Background: an optimization exercise with open tools, aiming at small area, a short achievable clock period and few clock cycles per item. Do not read the settings as production practice. RTL that was checked went through simulation tests only; none was proved equivalent to the original. No activity file was given, so power comes from the tool's default toggle rates.

## irrigation_pump_controller
module irrigation_pump_controller (
  input  logic                           clk,
  input  logic                           rst,
  input  logic                           s_axis_tvalid,
  output logic                           s_axis_tready,
  input  logic [ipc_pkg::IN_DATA_W-1:0]  s_axis_tdata,
  input  logic                           s_axis_tuser,
  output logic                           m_axis_tvalid,
  input  logic                           m_axis_tready,
  output logic [ipc_pkg::OUT_DATA_W-1:0] m_axis_tdata,
  input  logic                           cfg_valid,
  output logic                           cfg_ready,
  input  logic [ipc_pkg::CFG_IDX_W-1:0]  cfg_index,
  input  logic [ipc_pkg::CFG_DATA_W-1:0] cfg_data
);
  ipc_pkg::ipc_cfg_t cfg;
  assign cfg_ready = 1'b1;
  ipc_regs u_regs (
    .clk      (clk),
    .rst      (rst),
    .wr_en    (cfg_valid),
    .wr_index (cfg_index),
    .wr_data  (cfg_data),
    .cfg      (cfg)
  );
  logic        timer_active;
  logic [15:0] elapsed;
  logic        e_sat;       
  logic        motor;
  ...
==> flow/config.mk <==
export PLATFORM = sky130hd
export DESIGN_NAME = irrigation_pump_controller
export DESIGN_NICKNAME = irrigation_pump_controller
export VERILOG_FILES = /design/flow/design.v
export SDC_FILE = /design/flow/constraint.sdc
export NUM_CORES = 4
export LEC_CHECK = 0
export CAP_MARGIN = 20
export CORE_MARGIN = 2
export CORE_UTILIZATION = 40
export SETUP_SLACK_MARGIN = 4.0
export SLEW_MARGIN = 20
==> flow/constraint.sdc <==
create_clock -name core_clock -period 7.5 [get_ports {clk}]
set_input_delay 1.5000 -clock core_clock [delete_from_list [all_inputs] [get_ports {clk}]]
set_output_delay 1.5000 -clock core_clock [all_outputs]
set_load 0.01 [all_outputs]
standard.sh (not shown) runs the stock make flow with config.mk's settings and CLKGATE_MAP_FILE= SYNTH_SCRIPT=/design/flow/synth_recipe.tcl, a recipe that flattens the netlist after the stock synthesis.
==> flow/flow/run.sh <==
#!/bin/bash
# Own layout flow: the standard synthesis and layout, with two layout choices changed:
# the port buffers are the smallest buffer (every port still gets one), and clock tree
# synthesis inserts no dummy loads. Each tool's output goes to a log of its own.
set -euo pipefail
bash standard.sh synth > synth.log 2>&1
export BUFFER_PORTS_ARGS="-buffer_cell sky130_fd_sc_hd__buf_1"
export CTS_ARGS="-sink_clustering_enable -repair_clock_nets -dont_use_dummy_load"
bash standard.sh > layout.log 2>&1
The starting point went through all stages and came out clean.
Testbench counts at the start, summed over its fixed seeds: cycles 20,316, items 20,000.
Next try:
--- a/flow/design.v
+++ b/flow/design.v
@@ -64,23 +64,25 @@
     logic               resting;
     logic [WATER_W-1:0] water_used;
   } ipc_result_t;
 endpackage
 `timescale 1ns / 1ps
 module ipc_regs (
   input  logic                           clk,
   input  logic                           rst,
   input  logic                           wr_en,
   input  logic [ipc_pkg::CFG_IDX_W-1:0]  wr_index,
   input  logic [ipc_pkg::CFG_DATA_W-1:0] wr_data,
-  output ipc_pkg::ipc_cfg_t              cfg
+  output ipc_pkg::ipc_cfg_t              cfg,
+  output logic [ipc_pkg::SECS_W-1:0]     rest_m1,    
+  output logic                           rest_zero   
 );
   logic [15:0] d0, d1;       
   assign d0 = wr_data & {16{!rst}};
   assign d1 = wr_data | {16{rst}};
   function automatic logic [15:0] pick(input logic [15:0] rv);
     pick = (d1 & rv) | (d0 & ~rv);
   endfunction
   logic [6:0] we;
   always_comb
     for (int k = 0; k < 7; k++) we[k] = rst || (wr_en && wr_index == 3'(k));
   logic [15:0] v_t, v_h, v_m, v_mn, v_mx, v_rs, v_f;
@@ -90,22 +92,23 @@
   assign v_mn = pick(ipc_pkg::MIN_RUN_RST);
   assign v_mx = pick(ipc_pkg::MAX_RUN_RST);
   assign v_rs = pick(ipc_pkg::REST_RST);
   assign v_f  = pick(16'(ipc_pkg::FLOW_RST));
   always_ff @(posedge clk) begin
     if (we[ipc_pkg::REG_TEMP_THR])  cfg.temp_threshold     <= v_t[ipc_pkg::TEMP_W-1:0];
     if (we[ipc_pkg::REG_HUM_THR])   cfg.humidity_threshold <= v_h[ipc_pkg::HUM_W-1:0];
     if (we[ipc_pkg::REG_MOIST_THR]) cfg.moisture_threshold <= v_m[ipc_pkg::SOIL_W-1:0];
     if (we[ipc_pkg::REG_MIN_RUN])   cfg.min_run_seconds    <= v_mn;
     if (we[ipc_pkg::REG_MAX_RUN])   cfg.max_run_seconds    <= v_mx;
     if (we[ipc_pkg::REG_REST])      cfg.rest_seconds       <= v_rs;
+    if (we[ipc_pkg::REG_REST])      {rest_zero, rest_m1}   <= {1'b0, v_rs} - 17'd1;
     if (we[ipc_pkg::REG_FLOW])      cfg.flow_per_second    <= v_f[ipc_pkg::FLOW_W-1:0];
   end
 endmodule
 `timescale 1ns / 1ps
 module bk_add #(parameter int W = 32, parameter int L = 5) (
   input  logic [W-1:0] a, b,
   input  logic         ci,
   output logic [W-1:0] s,
   output logic         co
 );
   logic [W-1:0] p0, g0;
@@ -146,30 +149,34 @@
   input  logic [ipc_pkg::IN_DATA_W-1:0]  s_axis_tdata,
   input  logic                           s_axis_tuser,
   output logic                           m_axis_tvalid,
   input  logic                           m_axis_tready,
   output logic [ipc_pkg::OUT_DATA_W-1:0] m_axis_tdata,
   input  logic                           cfg_valid,
   output logic                           cfg_ready,
   input  logic [ipc_pkg::CFG_IDX_W-1:0]  cfg_index,
   input  logic [ipc_pkg::CFG_DATA_W-1:0] cfg_data
 );
   ipc_pkg::ipc_cfg_t cfg;
+  logic [15:0]       rest_m1;
+  logic              rest_zero;
   assign cfg_ready = 1'b1;
   ipc_regs u_regs (
     .clk      (clk),
     .rst      (rst),
     .wr_en    (cfg_valid),
     .wr_index (cfg_index),
     .wr_data  (cfg_data),
-    .cfg      (cfg)
+    .cfg      (cfg),
+    .rest_m1  (rest_m1),
+    .rest_zero(rest_zero)
   );
   logic        timer_active;
   logic [15:0] elapsed;
   logic        e_sat;       
   logic        motor;
   logic        resting;
   logic        pending;
   logic        limit;
   logic [31:0] secs;        
   logic        secs_ovf;    
   logic [31:0] water;       
@@ -185,25 +192,29 @@
   assign accept        = s_axis_tvalid && s_axis_tready;
   logic is_tick, is_manual, is_auto, need;
   assign is_tick   = !s_axis_tuser;
   assign is_manual = s_axis_tuser && s_axis_tdata[23];
   assign is_auto   = s_axis_tuser && !s_axis_tdata[23];
   assign need = (s_axis_tdata[7:0] > cfg.temp_threshold) ||
                 (s_axis_tdata[15:8] < cfg.humidity_threshold) ||
                 (s_axis_tdata[22:16] < cfg.moisture_threshold);
   logic [15:0] e_inc;
   logic        gt_min, gt_max, ge_rest;
   assign e_inc   = e_sat ? elapsed : elapsed + 16'd1;
-  assign gt_min  = e_inc > cfg.min_run_seconds;
-  assign gt_max  = e_inc > cfg.max_run_seconds;
-  assign ge_rest = e_inc >= cfg.rest_seconds;
+  logic [15:0] lim_a;
+  logic        cmp_a;
+  assign lim_a   = motor ? cfg.min_run_seconds : rest_m1;
+  assign cmp_a   = elapsed >= lim_a;
+  assign gt_min  = cmp_a && !(e_sat && &cfg.min_run_seconds);
+  assign gt_max  = (elapsed >= cfg.max_run_seconds) && !(e_sat && &cfg.max_run_seconds);
+  assign ge_rest = cmp_a || rest_zero;
   logic pend_eff, limit_eff, keep_run, start, run_end;
   assign pend_eff  = !timer_active || pending;
   assign limit_eff = timer_active && limit;
   assign keep_run  = motor && pend_eff;
   assign start     = !resting && !keep_run && need && !limit_eff;
   assign run_end   = !resting && !keep_run && !(need && !limit_eff) && motor;
   logic restart;    
   assign restart = accept && is_auto && start && !motor && timer_active;
   logic flow_wr;
   assign flow_wr = cfg_valid && (cfg_index == 3'd6);
   logic [15:0] secs_add;
After rerunning:
- The changed run finished clean
- combinational power increases by about 10%
- total power went up by 2.3%
- wire length went up by about 1.4%
- setup slack gets better by 0.020 ns
- worst hold slack improves by 0.0036 ns
- synthesized area goes down by 1.0%
- final area fell by 0.52%
- die area falls by 1.0%
- first-iteration DRC count came out lower by about 30%
- register-to-register slack improves by 0.02 ns
- non-clock buffer count goes down by 10
Testbench counts after the change, summed over its fixed seeds: cycles 20,316, items 20,000.

========
## zinc
irrigation_pump_controller, a different RTL version from the one above (not shown whole).
Size: ~1300 cells after synthesis, about 180 flip-flops, roughly 92 I/O pins, about 0.011 mm2 of cells after synthesis.
==> module irrigation_pump_controller, before the edit <==
module irrigation_pump_controller (
  input  logic                           clk,
  input  logic                           rst,
  input  logic                           s_axis_tvalid,
  output logic                           s_axis_tready,
  input  logic [ipc_pkg::IN_DATA_W-1:0]  s_axis_tdata,
  input  logic                           s_axis_tuser,
  output logic                           m_axis_tvalid,
  input  logic                           m_axis_tready,
  output logic [ipc_pkg::OUT_DATA_W-1:0] m_axis_tdata,
  input  logic                           cfg_valid,
  output logic                           cfg_ready,
  input  logic [ipc_pkg::CFG_IDX_W-1:0]  cfg_index,
  input  logic [ipc_pkg::CFG_DATA_W-1:0] cfg_data
);
  ipc_pkg::ipc_cfg_t cfg;
  logic [15:0]       rest_m1;
  logic              rest_zero;
  assign cfg_ready = 1'b1;
  ipc_regs u_regs (
    .clk      (clk),
    .rst      (rst),
    .wr_en    (cfg_valid),
    .wr_index (cfg_index),
    .wr_data  (cfg_data),
    .cfg      (cfg),
    .rest_m1  (rest_m1),
    .rest_zero(rest_zero)
  );
  logic        timer_active;
  logic [15:0] elapsed;
  logic        e_sat;       
  logic        motor;
  logic        resting;
  logic        pending;
  logic        limit;
  logic [31:0] secs;        
  logic        secs_ovf;    
  logic [31:0] water;       
  logic        water_ovf;   
  logic        out_valid;
  logic        busy;        
  logic        clr;         
  logic        find;        
  logic [4:0]  bit_j;       
  logic        s_bit;       
  logic        held;        
  logic accept;
  assign s_axis_tready = !busy && (!out_valid || m_axis_tready);
  assign accept        = s_axis_tvalid && s_axis_tready;
  logic is_tick, is_manual, is_auto, need;
  assign is_tick   = !s_axis_tuser;
  assign is_manual = s_axis_tuser && s_axis_tdata[23];
  assign is_auto   = s_axis_tuser && !s_axis_tdata[23];
  assign need = (s_axis_tdata[7:0] > cfg.temp_threshold) ||
                (s_axis_tdata[15:8] < cfg.humidity_threshold) ||
                (s_axis_tdata[22:16] < cfg.moisture_threshold);
  logic [15:0] e_inc;
  logic        gt_min, gt_max, ge_rest;
  assign e_inc   = e_sat ? elapsed : elapsed + 16'd1;
  logic [15:0] lim_a;
  logic        cmp_a;
  assign lim_a   = motor ? cfg.min_run_seconds : rest_m1;
  assign cmp_a   = elapsed >= lim_a;
  assign gt_min  = cmp_a && !(e_sat && &cfg.min_run_seconds);
  assign gt_max  = (elapsed >= cfg.max_run_seconds) && !(e_sat && &cfg.max_run_seconds);
  assign ge_rest = cmp_a || rest_zero;
  logic pend_eff, limit_eff, keep_run, start, run_end;
  assign pend_eff  = !timer_active || pending;
  assign limit_eff = timer_active && limit;
  assign keep_run  = motor && pend_eff;
  assign start     = !resting && !keep_run && need && !limit_eff;
  assign run_end   = !resting && !keep_run && !(need && !limit_eff) && motor;
  logic restart;    
  assign restart = accept && is_auto && start && !motor && timer_active;
  logic flow_wr;
  assign flow_wr = cfg_valid && (cfg_index == 3'd6);
  logic [15:0] secs_add;
  logic [32:0] secs_sum;
  assign secs_add = clr ? elapsed : {15'd0, !e_sat};
  bk_add #(32) u_secs_add (.a(secs), .b({16'd0, secs_add}), .ci(1'b0),
                           .s(secs_sum[31:0]), .co(secs_sum[32]));
  logic [31:0] w_a;
  logic [7:0]  w_b;
  logic [32:0] w_sum;
  logic [4:0]  bit_n;
  assign bit_n = bit_j - 5'd1;
  assign w_a   = busy ? {water[30:0], 1'b0} : water;
  assign w_b   = cfg.flow_per_second & {8{!busy || s_bit}};
  bk_add #(32) u_water_add (.a(w_a), .b({24'd0, w_b}), .ci(1'b0),
                            .s(w_sum[31:0]), .co(w_sum[32]));
  logic [7:0] nib_nz;
  logic [2:0] nib_top;
  always_comb begin
    for (int k = 0; k < 8; k++) nib_nz[k] = |secs[4*k +: 4];
    nib_top = 3'd0;
    for (int k = 1; k < 8; k++) if (nib_nz[k]) nib_top = 3'(k);
  end
  always_ff @(posedge clk) begin
    if (rst) begin
      timer_active <= 1'b0;
      elapsed      <= '0;
      e_sat        <= 1'b0;
      motor        <= 1'b0;
      resting      <= 1'b0;
      pending      <= 1'b1;
      limit        <= 1'b0;
      secs         <= '0;
      secs_ovf     <= 1'b0;
      water        <= '0;
      water_ovf    <= 1'b0;
      out_valid    <= 1'b0;
      busy         <= 1'b0;
      clr          <= 1'b0;
      find         <= 1'b0;
      bit_j        <= '0;
      s_bit        <= 1'b0;
      held         <= 1'b0;
    end else begin
      if (m_axis_tready) out_valid <= 1'b0;
      if (clr) begin
        clr       <= 1'b0;
        find      <= 1'b1;
        water     <= '0;
        water_ovf <= 1'b0;
        if (held) begin
          secs     <= secs_sum[31:0];
          secs_ovf <= secs_ovf || secs_sum[32];
        end
      end else if (find) begin
        find      <= 1'b0;
        bit_j     <= {nib_top, 2'b11};
        s_bit     <= secs[{nib_top, 2'b11}];
        water_ovf <= secs_ovf && (|cfg.flow_per_second);
        if (secs_ovf || !(|nib_nz)) begin
          busy      <= 1'b0;
          out_valid <= held;
          held      <= 1'b0;
        end
      end else if (busy) begin
        water     <= w_sum[31:0];
        water_ovf <= water_ovf || w_sum[32] || water[31];
        bit_j     <= bit_n;
        s_bit     <= secs[bit_n];
        if (bit_j == 5'd0) begin
          busy      <= 1'b0;
          out_valid <= held;
          held      <= 1'b0;
        end
      end
      if (flow_wr) begin
        busy <= 1'b1;
        clr  <= 1'b1;
      end
      if (accept) begin
        out_valid <= !restart;
        if (restart) begin
          held <= 1'b1;
          busy <= 1'b1;
          clr  <= 1'b1;
        end
        if (is_tick) begin
          if (timer_active) begin
            elapsed <= e_inc;
            e_sat   <= &elapsed[15:1];
            if (motor) begin
              secs     <= secs_sum[31:0];
              secs_ovf <= secs_ovf || secs_sum[32];
              if (!e_sat) begin
                water     <= w_sum[31:0];
                water_ovf <= water_ovf || w_sum[32];
              end
              if (gt_min) pending <= 1'b0;
              if (gt_max) limit <= 1'b1;
            end else if (ge_rest) begin
              timer_active <= 1'b0;
              elapsed      <= '0;
              e_sat        <= 1'b0;
              resting      <= 1'b0;
            end
          end
        end else if (is_manual) begin
          if (motor) begin
            elapsed      <= '0;
            e_sat        <= 1'b0;
            timer_active <= 1'b0;
          end
          resting <= 1'b0;
          motor   <= 1'b0;
        end else begin
          pending <= pend_eff;
          limit   <= limit_eff;
          if (start) begin
            motor        <= 1'b1;
            timer_active <= 1'b1;
          end
          if (run_end) begin
            motor   <= 1'b0;
            elapsed <= '0;
            e_sat   <= 1'b0;
            resting <= 1'b1;
          end
        end
      end
    end
  end
  assign m_axis_tvalid = out_valid;
  assign m_axis_tdata  = {6'd0, water | {32{water_ovf}}, resting, motor};
endmodule
Settings: LEC_CHECK=0, CAP_MARGIN=20, CORE_MARGIN=2, CORE_UTILIZATION=40, SETUP_SLACK_MARGIN=4.0, SLEW_MARGIN=20; clock period 7.5 ns.
==> flow/flow/run.sh <==
#!/bin/bash
# Own layout flow: the standard synthesis and layout, with two layout choices changed:
# the port buffers are the smallest buffer (every port still gets one), and clock tree
# synthesis inserts no dummy loads. Each tool's output goes to a log of its own.
set -euo pipefail
bash standard.sh synth > synth.log 2>&1
export BUFFER_PORTS_ARGS="-buffer_cell sky130_fd_sc_hd__buf_1"
export CTS_ARGS="-sink_clustering_enable -repair_clock_nets -dont_use_dummy_load -root_buf sky130_fd_sc_hd__clkbuf_16 -buf_list sky130_fd_sc_hd__clkbuf_8"
bash standard.sh > layout.log 2>&1
Testbench counts of zinc, summed over its fixed seeds: cycles 20,364, items 20,000.
For yarrow, these inputs were changed with respect to zinc:
--- a/flow/design.v
+++ b/flow/design.v
@@ -184,11 +184,10 @@
   logic        out_valid;
   logic        busy;        
   logic        clr;         
   logic        find;        
   logic [4:0]  bit_j;       
-  logic        s_bit;       
   logic        held;        
   logic accept;
   assign s_axis_tready = !busy && (!out_valid || m_axis_tready);
   assign accept        = s_axis_tvalid && s_axis_tready;
   logic is_tick, is_manual, is_auto, need;
@@ -225,11 +224,13 @@
                            .s(secs_sum[31:0]), .co(secs_sum[32]));
   logic [31:0] w_a;
   logic [7:0]  w_b;
   logic [32:0] w_sum;
   logic [4:0]  bit_n;
+  logic        s_bit;
   assign bit_n = bit_j - 5'd1;
+  assign s_bit = secs[bit_j];
   assign w_a   = busy ? {water[30:0], 1'b0} : water;
   assign w_b   = cfg.flow_per_second & {8{!busy || s_bit}};
   bk_add #(32) u_water_add (.a(w_a), .b({24'd0, w_b}), .ci(1'b0),
                             .s(w_sum[31:0]), .co(w_sum[32]));
   logic [7:0] nib_nz;
@@ -255,11 +256,10 @@
       out_valid    <= 1'b0;
       busy         <= 1'b0;
       clr          <= 1'b0;
       find         <= 1'b0;
       bit_j        <= '0;
-      s_bit        <= 1'b0;
       held         <= 1'b0;
     end else begin
       if (m_axis_tready) out_valid <= 1'b0;
       if (clr) begin
         clr       <= 1'b0;
@@ -271,22 +271,20 @@
           secs_ovf <= secs_ovf || secs_sum[32];
         end
       end else if (find) begin
         find      <= 1'b0;
         bit_j     <= {nib_top, 2'b11};
-        s_bit     <= secs[{nib_top, 2'b11}];
         water_ovf <= secs_ovf && (|cfg.flow_per_second);
         if (secs_ovf || !(|nib_nz)) begin
           busy      <= 1'b0;
           out_valid <= held;
           held      <= 1'b0;
         end
       end else if (busy) begin
         water     <= w_sum[31:0];
         water_ovf <= water_ovf || w_sum[32] || water[31];
         bit_j     <= bit_n;
-        s_bit     <= secs[bit_n];
         if (bit_j == 5'd0) begin
           busy      <= 1'b0;
           out_valid <= held;
           held      <= 1'b0;
         end
--- outcome ---
- Relative to zinc, sequential share of layout area has decreased by 0.41 points in yarrow.
- yarrow vs zinc: register-to-register slack down
- The total power consumption of the routed design in yarrow was lower than what zinc gave.
- Ratio of final minimum period to clock period (lower): zinc
- Between yarrow and zinc, it is yarrow whose worst hold slack is higher, by 40 ps.
- In the tables for zinc and yarrow, number of flip-flops and latches reads higher with zinc.
- Against zinc, yarrow reports a combinational cell fraction of total power that is lower.
- Looking at die outline area, yarrow sits 240 um2 lower than zinc does.
- After detailed routing, zinc needs more wire than yarrow.
- Diff zinc -> yarrow: mux cell area share after synthesis went up 1.5 points, smallest setup slack after layout went down 820 ps.
- yarrow vs. zinc: sum of net half-perimeters after detailed placement -2.6%; global-route usage went up.
Function not checked in yarrow: the RTL went through the layout flow alone.

## afterwards: timing with drivers on the ports
In the flow no input, the clock included, has a driving cell. The finished layouts below were timed again as built, in two steps. Step 1, drivers: a clkbuf_16 drives clk and a buf_2 each remaining input, both assumed. Step 2 times the ports against the registers' clock, not the clock port: input delays grow and output delays shrink by t, the midpoint of the rising clock arrivals with the driver on. a / b / c = no drivers / after step 1 / after step 2; a / b = the first two.
| run | t, ns | setup WS [ns] | worst setup path after step 2 | clock arrival spread, ns | worst register clock-pin slew, ns |
|---|---|---|---|---|---|
| the first run of note 1 | 0.470 | 4.020 / 4.020 / 3.781 | input to register | 0.032 / 0.033 | 0.08 / 0.08 |
| the second run of note 1 | 0.467 | 4.040 / 4.035 / 3.684 | input to register | 0.030 / 0.030 | 0.08 / 0.08 |
| zinc | 0.429 | 4.059 / 4.030 / 3.780 | input to register | 0.059 / 0.060 | 0.12 / 0.12 |
| yarrow | 0.421 | 3.244 / 3.244 / 3.244 | register to register | 0.048 / 0.049 | 0.11 / 0.11 |
After both steps every run listed still meets setup and hold. For the second run of note 1, which loses most, drivers alone change the setup slack by -0.005 ns; drivers and shift together by -0.356 ns.
